What follows belongs to an exercise in optimizing a design on an open flow for small area; a production flow would make more cautious choices. The RTL was checked by simulation tests, not by an equivalence proof against the original design. No activity file was given, so power comes from the tool's default toggle rates. No driver is modelled on the clock port, so clocking that relies on it looks cheaper here than on a real chip.

==> flow/design.v (excerpt) <==
module i2c_eeprom_target #(
    parameter logic [6:0] DEV_ADDR    = 7'b1010001,
    parameter int         MEM_DEPTH   = 256
) (
    input  logic       clk1,
    input  logic       reset,
    input  logic       scl_in,
    input  logic       sda_in,
    output logic       sda_oe,
    output logic       busy,
    output logic       wr_strobe,
    output logic [7:0] wr_addr,
    output logic [7:0] wr_data
);
Settings: LEC_CHECK=0, CAP_MARGIN=20, CORE_MARGIN=2, CORE_UTILIZATION=40, SLEW_MARGIN=20; clock period 10.0 ns.
standard.sh (not shown) runs the stock make flow with config.mk's settings and CLKGATE_MAP_FILE= SYNTH_SCRIPT=/design/flow/synth_recipe.tcl, a recipe that flattens the netlist after the stock synthesis.
==> flow/flow/run.sh <==
#!/bin/bash
# The standard ORFS layout, except that clock tree synthesis adds no dummy
# loads and uses clkbuf_16 leaves with the sink clusters set here.
set -euo pipefail
CTS="-sink_clustering_enable -repair_clock_nets -dont_use_dummy_load"
CTS="$CTS -buf_list sky130_fd_sc_hd__clkbuf_16"
CTS="$CTS -sink_clustering_size 32 -sink_clustering_max_diameter 80"
bash standard.sh "CTS_ARGS=$CTS" finish > standard_flow.log 2>&1
Edit:
==> flow/flow/run.sh (replaced) <==
#!/bin/bash
# The standard ORFS layout (standard.sh) with three changes:
#  - synthesis maps the logic with an area-oriented ABC script
#    (flow/abc_area_map.script, used in place of ORFS's abc_speed.script
#    in a copy of ORFS's scripts folder; every other script is unchanged);
#  - clock tree synthesis adds no dummy loads, uses clkbuf_16 leaves with
#    up to 38 sinks and clkbuf_4 for the tree above them;
#  - the port buffers are the smallest buffer cell.
set -euo pipefail
rm -rf scripts_copy
cp -r "$FLOW_HOME/scripts" scripts_copy
cp flow/abc_area_map.script scripts_copy/abc_speed.script
CTS="-sink_clustering_enable -repair_clock_nets -dont_use_dummy_load"
CTS="$CTS -buf_list sky130_fd_sc_hd__clkbuf_16 -root_buf sky130_fd_sc_hd__clkbuf_4"
CTS="$CTS -sink_clustering_size 38 -sink_clustering_max_diameter 70"
bash standard.sh "SCRIPTS_DIR=$PWD/scripts_copy" "CTS_ARGS=$CTS" \
    "BUFFER_PORTS_ARGS=-buffer_cell sky130_fd_sc_hd__buf_1" finish > standard_flow.log 2>&1
==> flow/flow/abc_area_map.script (new file) <==
strash
ifraig
dc2
strash
dch -f
amap
Result: Hold slack is about the same. Clock power came out lower by roughly a tenth. Via count came out higher by a few percent. Synthesized cell count came out higher slightly. Total power came out lower slightly. Non-clock buffer count is unchanged. Core utilization came out lower by 0.23 points.
Edit:
==> flow/flow/run.sh (replaced) <==
#!/bin/bash
# The standard ORFS layout, except that clock tree synthesis adds no dummy
# loads and uses clkbuf_16 leaves with the sink clusters set here, and the
# port buffers are the smallest buffer cell.
set -euo pipefail
CTS="-sink_clustering_enable -repair_clock_nets -dont_use_dummy_load"
CTS="$CTS -buf_list sky130_fd_sc_hd__clkbuf_16"
CTS="$CTS -sink_clustering_size 36 -sink_clustering_max_diameter 70 -root_buf sky130_fd_sc_hd__clkbuf_8"
bash standard.sh "CTS_ARGS=$CTS" "BUFFER_PORTS_ARGS=-buffer_cell sky130_fd_sc_hd__buf_1"  finish > standard_flow.log 2>&1
removed: flow/flow/abc_area_map.script
The changed run produced a clean layout.
Final area goes up by 0.76%.
Worst setup slack loses 0.058 ns.
Sequential power goes down by about 0.7%.
Via count goes down by 2.9%.
Global-route usage goes down by 0.21 points.
Count of clock-buffer cells in the layout goes up by 1.
Edit:
==> flow/flow/run.sh (replaced) <==
#!/bin/bash
# The standard ORFS layout, except that clock tree synthesis adds no dummy
# loads and uses clkbuf_16 leaves with the sink clusters set here, and the
# port buffers are the smallest buffer cell.
set -euo pipefail
CTS="-sink_clustering_enable -repair_clock_nets -dont_use_dummy_load"
CTS="$CTS -buf_list sky130_fd_sc_hd__clkbuf_16"
CTS="$CTS -sink_clustering_size 36 -sink_clustering_max_diameter 70"
bash standard.sh "CTS_ARGS=$CTS" "BUFFER_PORTS_ARGS=-buffer_cell sky130_fd_sc_hd__buf_1" finish > standard_flow.log 2>&1
Settings changed: ABC_AREA set to 1.
What happened: The new run completed with no timing, DRC or antenna violations. Design area increases by 0.65%. Clock-buffer cell count increases by 1. Flip-flop and latch count is unchanged. Die area increases by about 0.36%. Sequential power increases by about 0.9%. Maximum frequency increases by 16%.

========
the baseline:
Starting RTL as in the previous note.
export LEC_CHECK = 0
export CAP_MARGIN = 20
export CORE_MARGIN = 2
export CORE_UTILIZATION = 40
export SLEW_MARGIN = 20
create_clock -name core_clock -period 10.0 [get_ports {clk1}]
==> flow/flow/run.sh <==
#!/bin/bash
# The standard ORFS layout (standard.sh) with three changes:
#  - synthesis maps the logic with an area-oriented ABC script
#    (flow/abc_area_map.script, used in place of ORFS's abc_speed.script
#    in a copy of ORFS's scripts folder; every other script is unchanged);
#  - clock tree synthesis adds no dummy loads, uses clkbuf_16 leaves with
#    up to 36 sinks and clkbuf_4 for the tree above them;
#  - the port buffers are the smallest buffer cell.
set -euo pipefail
rm -rf scripts_copy
cp -r "$FLOW_HOME/scripts" scripts_copy
cp flow/abc_area_map.script scripts_copy/abc_speed.script
CTS="-sink_clustering_enable -repair_clock_nets -dont_use_dummy_load"
CTS="$CTS -buf_list sky130_fd_sc_hd__clkbuf_16 -root_buf sky130_fd_sc_hd__clkbuf_4"
CTS="$CTS -sink_clustering_size 36 -sink_clustering_max_diameter 70"
bash standard.sh "SCRIPTS_DIR=$PWD/scripts_copy" "CTS_ARGS=$CTS" \
    "BUFFER_PORTS_ARGS=-buffer_cell sky130_fd_sc_hd__buf_1" finish > standard_flow.log 2>&1
==> flow/flow/abc_area_map.script <==
strash
ifraig
dc2
strash
dch -f
amap
For the candidate, these inputs were changed with respect to the baseline:
==> flow/flow/run.sh <==
#!/bin/bash
# The standard ORFS layout, except that clock tree synthesis adds no dummy
# loads and uses clkbuf_16 leaves with the sink clusters set here, and the
# port buffers are the smallest buffer cell.
set -euo pipefail
CTS="-sink_clustering_enable -repair_clock_nets -dont_use_dummy_load"
CTS="$CTS -buf_list sky130_fd_sc_hd__clkbuf_16"
CTS="$CTS -sink_clustering_size 40 -sink_clustering_max_diameter 50"
bash standard.sh "CTS_ARGS=$CTS" "BUFFER_PORTS_ARGS=-buffer_cell sky130_fd_sc_hd__buf_1"  finish > standard_flow.log 2>&1
--- a/flow/config.mk
+++ b/flow/config.mk
@@ -10 +10,2 @@
-export CORE_UTILIZATION = 40
+export CORE_UTILIZATION = 60
+export PLACE_DENSITY = 0.7
removed: flow/flow/abc_area_map.script
Results
The candidate finished every step from synthesis to the final layout, and the layout passed the timing, design-rule and antenna checks.
Initial antenna violation count ended up 2 lower on the candidate than on the baseline.
Comparing the baseline and the candidate, the lower mean cell area of the mapped netlist was measured on the baseline.
From the baseline to the candidate the numbers moved as follows: sequential share of power has decreased; clock period minus final worst setup slack has decreased; post-layout total power rose by 0.00075 W; final cell utilization of the core picked up an extra 23 points.
Compared with the baseline, cell count in the candidate decreased by more than 10%.
Setup slack after layout: the candidate better than the baseline
Measured against each other, the baseline and the candidate differ in share of post-route cells with drive strength above 1, the lower figure coming from the baseline.
Compare the baseline and the candidate | via count higher: the baseline

========
## job 101
The RTL this note starts from:
==> flow/design.v <==
`timescale 1ns/1ps
module i2c_eeprom_target #(
    parameter logic [6:0] DEV_ADDR    = 7'b1010001,
    parameter int         PAGE_SIZE   = 16,
    parameter int         MEM_DEPTH   = 256,
    parameter int         SYNC_STAGES = 2
) (
    input  logic       clk1,
    input  logic       reset,
    input  logic       scl_in,
    input  logic       sda_in,
    output logic       sda_oe,
    output logic       busy,
    output logic       wr_strobe,
    output logic [7:0] wr_addr,
    output logic [7:0] wr_data
);
    typedef enum logic [3:0] {
        S_IDLE, S_DEV_ADDR, S_DEV_ACK, S_WORD_ADDR, S_WORD_ACK,
        S_WR_DATA, S_WR_ACK, S_RD_DATA, S_RD_ACK, S_IGNORE
    } state_t;
    localparam logic [7:0] PAGE_MASK = 8'(PAGE_SIZE - 1);
    logic [SYNC_STAGES-1:0] scl_sync_q, sda_sync_q;
    logic                   scl_hist_q, sda_hist_q;
    logic                   scl_s, sda_s;
    logic                   scl_rise, scl_fall, start_det, stop_det;
    state_t      state_q, state_d;
    logic [3:0]  bit_cnt_q, bit_cnt_d;
    logic [7:0]  shift_q, shift_d;
    logic [7:0]  ptr_q, ptr_d;
    logic        rw_q, rw_d;
    logic        sda_oe_q, sda_oe_d;
    logic        busy_q, busy_d;
    logic        wr_strobe_q, wr_strobe_d;
    logic        wr_valid_q, wr_valid_d;
    logic        mem_we;
    logic [7:0]  rx_byte, page_next;
    logic [8*MEM_DEPTH-1:0] ring_q;
    logic [7:0]  head_idx_q;
    logic [7:0]  last_addr_q, last_data_q;
    logic [7:0]  head_byte;
    logic [7:0]  mem_rdata_q;
    logic        prefetch;
    logic        hit_prev_q;
    always_ff @(posedge clk1) begin
        if (reset) begin
            scl_sync_q <= '1;
            sda_sync_q <= '1;
            scl_hist_q <= 1'b1;
            sda_hist_q <= 1'b1;
        end else begin
            scl_sync_q <= {scl_sync_q[SYNC_STAGES-2:0], scl_in};
            sda_sync_q <= {sda_sync_q[SYNC_STAGES-2:0], sda_in};
            scl_hist_q <= scl_sync_q[SYNC_STAGES-1];
            sda_hist_q <= sda_sync_q[SYNC_STAGES-1];
        end
    end
    assign scl_s     = scl_sync_q[SYNC_STAGES-1];
    assign sda_s     = sda_sync_q[SYNC_STAGES-1];
    assign scl_rise  = ~scl_hist_q & scl_s;
    assign scl_fall  = scl_hist_q & ~scl_s;
    assign start_det = scl_hist_q & scl_s & sda_hist_q & ~sda_s;
    assign stop_det  = scl_hist_q & scl_s & ~sda_hist_q & sda_s;
    assign rx_byte   = {shift_q[6:0], sda_s};
    assign page_next = (ptr_q & ~PAGE_MASK) | ((ptr_q + 8'd1) & PAGE_MASK);
    always_ff @(posedge clk1) begin
        if (reset) begin
            state_q     <= S_IDLE;
            bit_cnt_q   <= 4'd0;
            ptr_q       <= 8'd0;
            rw_q        <= 1'b0;
            sda_oe_q    <= 1'b0;
            busy_q      <= 1'b0;
            wr_strobe_q <= 1'b0;
            wr_valid_q  <= 1'b0;
        end else begin
            state_q     <= state_d;
            bit_cnt_q   <= bit_cnt_d;
            ptr_q       <= ptr_d;
            rw_q        <= rw_d;
            sda_oe_q    <= sda_oe_d;
            busy_q      <= busy_d;
            wr_strobe_q <= wr_strobe_d;
            wr_valid_q  <= wr_valid_d;
        end
    end
    always_ff @(posedge clk1) shift_q <= shift_d;
    always_ff @(posedge clk1) begin
        if (mem_we) begin
            last_addr_q <= ptr_q;
            last_data_q <= rx_byte;
        end
    end
    assign head_byte = (head_idx_q == last_addr_q) ? last_data_q : ring_q[7:0];
    always_ff @(posedge clk1) begin
        ring_q     <= {head_byte, ring_q[8*MEM_DEPTH-1:8]};
        head_idx_q <= head_idx_q + 8'd1;
    end
    assign prefetch = (state_q == S_RD_DATA) || (state_q == S_RD_ACK && bit_cnt_q == 4'd0);
    always_ff @(posedge clk1) begin
        hit_prev_q <= (head_idx_q == ptr_q);
        if (prefetch ? hit_prev_q : (head_idx_q == ptr_q))
            mem_rdata_q <= head_byte;
    end
    always_comb begin
        state_d     = state_q;
        bit_cnt_d   = bit_cnt_q;
        shift_d     = shift_q;
        ptr_d       = ptr_q;
        rw_d        = rw_q;
        sda_oe_d    = sda_oe_q;
        busy_d      = busy_q;
        wr_strobe_d = 1'b0;
        wr_valid_d  = wr_valid_q;
        mem_we      = 1'b0;
        if (start_det) begin
            state_d   = S_DEV_ADDR;
            bit_cnt_d = 4'd0;
            busy_d    = 1'b1;
            sda_oe_d  = 1'b0;
        end else if (stop_det) begin
            state_d  = S_IDLE;
            busy_d   = 1'b0;
            sda_oe_d = 1'b0;
        end else begin
            case (state_q)
                S_DEV_ADDR, S_WORD_ADDR, S_WR_DATA: begin
                    if (scl_rise) begin
                        shift_d   = rx_byte;
                        bit_cnt_d = bit_cnt_q + 4'd1;
                        if (bit_cnt_q == 4'd7) begin
                            bit_cnt_d = 4'd0;
                            if (state_q == S_DEV_ADDR) begin
                                if (rx_byte[7:1] == DEV_ADDR) begin
                                    rw_d    = rx_byte[0];
                                    state_d = S_DEV_ACK;
                                end else begin
                                    state_d = S_IGNORE;
                                end
                            end else if (state_q == S_WORD_ADDR) begin
                                ptr_d   = rx_byte;
                                state_d = S_WORD_ACK;
                            end else begin
                                mem_we      = ~reset;
                                wr_strobe_d = 1'b1;
                                wr_valid_d  = 1'b1;
                                ptr_d       = page_next;
                                state_d     = S_WR_ACK;
                            end
                        end
                    end
                end
                S_DEV_ACK, S_WORD_ACK, S_WR_ACK: begin
                    if (scl_fall) begin
                        if (bit_cnt_q == 4'd0) begin
                            sda_oe_d  = 1'b1;
                            bit_cnt_d = 4'd1;
                        end else begin
                            sda_oe_d  = 1'b0;
                            bit_cnt_d = 4'd0;
                            if (state_q == S_DEV_ACK && rw_q) begin
                                state_d   = S_RD_DATA;
                                shift_d   = {mem_rdata_q[6:0], 1'b0};
                                sda_oe_d  = ~mem_rdata_q[7];
                                bit_cnt_d = 4'd1;
                            end else if (state_q == S_DEV_ACK) begin
                                state_d = S_WORD_ADDR;
                            end else begin
                                state_d = S_WR_DATA;
                            end
                        end
                    end
                end
                S_RD_DATA: begin
                    if (scl_fall) begin
                        if (bit_cnt_q == 4'd8) begin
                            sda_oe_d  = 1'b0;
                            bit_cnt_d = 4'd0;
                            state_d   = S_RD_ACK;
                        end else begin
                            sda_oe_d  = ~shift_q[7];
                            shift_d   = {shift_q[6:0], 1'b0};
                            bit_cnt_d = bit_cnt_q + 4'd1;
                        end
                    end
                end
                S_RD_ACK: begin
                    if (scl_rise && bit_cnt_q == 4'd0) begin
                        if (!sda_s) begin
                            ptr_d     = ptr_q + 8'd1;
                            bit_cnt_d = 4'd1;
                        end else begin
                            state_d = S_IGNORE;
                        end
                    end else if (scl_fall && bit_cnt_q == 4'd1) begin
                        state_d   = S_RD_DATA;
                        shift_d   = {mem_rdata_q[6:0], 1'b0};
                        sda_oe_d  = ~mem_rdata_q[7];
                        bit_cnt_d = 4'd1;
                    end
                end
                S_IDLE, S_IGNORE: sda_oe_d = 1'b0;
                default:          state_d = S_IDLE;
            endcase
        end
    end
    always_comb begin
        sda_oe    = sda_oe_q;
        busy      = busy_q;
        wr_strobe = wr_strobe_q;
        wr_addr   = last_addr_q & {8{wr_valid_q}};
        wr_data   = last_data_q & {8{wr_valid_q}};
    end
endmodule
Settings: LEC_CHECK=0, CAP_MARGIN=20, CORE_MARGIN=2, CORE_UTILIZATION=40, CTS_BUF_LIST=sky130_fd_sc_hd__clkbuf_16, CTS_CLUSTER_DIAMETER=80, CTS_CLUSTER_SIZE=32, SLEW_MARGIN=20; clock period 10.0 ns.
run.sh (not shown) runs the stock make flow with config.mk's settings and CLKGATE_MAP_FILE= SYNTH_SCRIPT=/design/flow/synth_recipe.tcl, a recipe that flattens the netlist after the stock synthesis.
Stock flow here: none of the scripts above is used.
Edits applied to the flow inputs when going from job 101 to job 102:
Settings: CTS_CLUSTER_SIZE: 32 -> unset; CTS_CLUSTER_DIAMETER: 80 -> unset; CTS_BUF_LIST: sky130_fd_sc_hd__clkbuf_16 -> unset.
Findings:
Compared with job 101, job 102 supports a lower clock frequency. [compare] base=job 101 new=job 102: relative contribution of sequential cells to total power fell by 14 points, total power draw rose by 0.0033 W, area added between synthesis and finish rose by 9.2 points. Sort job 101 and job 102 by iteration-0 DRC count of the detailed router desc -> top: job 101. Going from job 101 to job 102, detailed-route vias per instance went down; design area went up; worst-case clock skew went down. From job 102 to job 101, number of pins exceeding their max-slew limit in the final report did not move at all.
--- input diff job 102..job 103 ---
Settings: CTS_BUF_LIST now sky130_fd_sc_hd__clkbuf_4, previously not set.
Findings:
- Job 103 -> job 102: full die area delta 0, exact match
- Job 103: maximum clock path buffer count is 1 higher than what job 102 reported.
- Per the comparison of job 103 with job 102, number of CTS-inserted buffers increased by about 160% relative to the old numbers, met1 wire length increased by 1.6% relative to the old numbers, met2 wirelength from detailed routing increased by 9.9% relative to the old numbers, synthesis-to-layout area growth decreased by 1.6 points relative to the old numbers.
- The share of final layout cell area taken by clock buffers and inverters of job 103 falls short of that of job 102 by 1.2 points.
- Job 103: full flow OK, the timing, design-rule and antenna checks passed
- Between job 102 and job 103, the pin slew with the least headroom to its limit figures differ only marginally.
Setup changes, job 103 to job 104
Settings: CTS_BUF_LIST changed from sky130_fd_sc_hd__clkbuf_4 to sky130_fd_sc_hd__clkbuf_8.
### Flow results
For job 104 and job 103, there was not a single run that failed to finish clean. Between job 103 and job 104, the flow reports first-iteration DRC count increasing by a few percent. Of job 104 and job 103, the higher fraction of area in clock buffers and inverters belongs to job 104. The higher sequential share of layout area of job 104 and job 103 is in job 103. In job 104 the total wire length turned out 1.6% lower than in job 103. Looking at post-layout total power across job 104 and job 103, the one that comes out higher is job 104. On TritonCTS buffer count: between job 104 and job 103, it ends up lower for job 104. On worst hold margin: job 104 sits above job 103. Looking at post-route worst setup slack, job 104 sits 0.22 ns higher than job 103 does. Looking at via count across job 104 and job 103, the one that comes out higher is job 103.

-- static timing again, ports no longer ideal --
Ports are ideal in the flow. The routed layouts listed here were re-timed in OpenROAD.
Step 1 (the two cells are an assumption about what drives the block):
set clk [get_ports {clk1}]
set_driving_cell -lib_cell sky130_fd_sc_hd__clkbuf_16 $clk
set_driving_cell -lib_cell sky130_fd_sc_hd__buf_2 [delete_from_list [all_inputs] $clk]
Step 2 adds t to the input delays and takes it off the output delays; t is the mean of the earliest and latest rising clock arrival at the registers after step 1. Input paths then give back, and output paths get back, about the clock's delay inside the block.
a / b / c = ideal / step 1 / step 2; a / b = the first two.
| run | t, ns | setup slack, ns | worst setup path after step 2 | latest minus earliest clock arrival (ns) |
|---|---|---|---|---|
| the first run of note 1 | 0.670 | 5.243 / 5.177 / 5.847 | register to output | 0.107 / 0.108 |
| the second run of note 1 | 0.989 | 5.536 / 5.479 / 6.224 | register to register | 0.151 / 0.151 |
| the third run of note 1 | 0.761 | 5.478 / 5.416 / 6.178 | register to output | 0.118 / 0.117 |
| the fourth run of note 1 | 0.671 | 6.089 / 6.024 / 6.648 | input to register | 0.100 / 0.100 |
| the baseline | 1.006 | 5.513 / 5.455 / 6.075 | register to register | 0.160 / 0.160 |
| the candidate | 0.690 | 5.636 / 5.576 / 6.266 | register to output | 0.114 / 0.114 |
| job 101 | 0.703 | 6.000 / 5.937 / 6.008 | input to register | 0.034 / 0.033 |
| job 102 | 0.783 | 5.948 / 5.884 / 5.967 | input to register | 0.024 / 0.024 |
| job 103 | 1.125 | 5.630 / 5.574 / 5.917 | input to register | 0.133 / 0.133 |
| job 104 | 0.904 | 5.855 / 5.797 / 5.962 | input to register | 0.070 / 0.070 |
After both steps setup and hold are still met in every run listed.
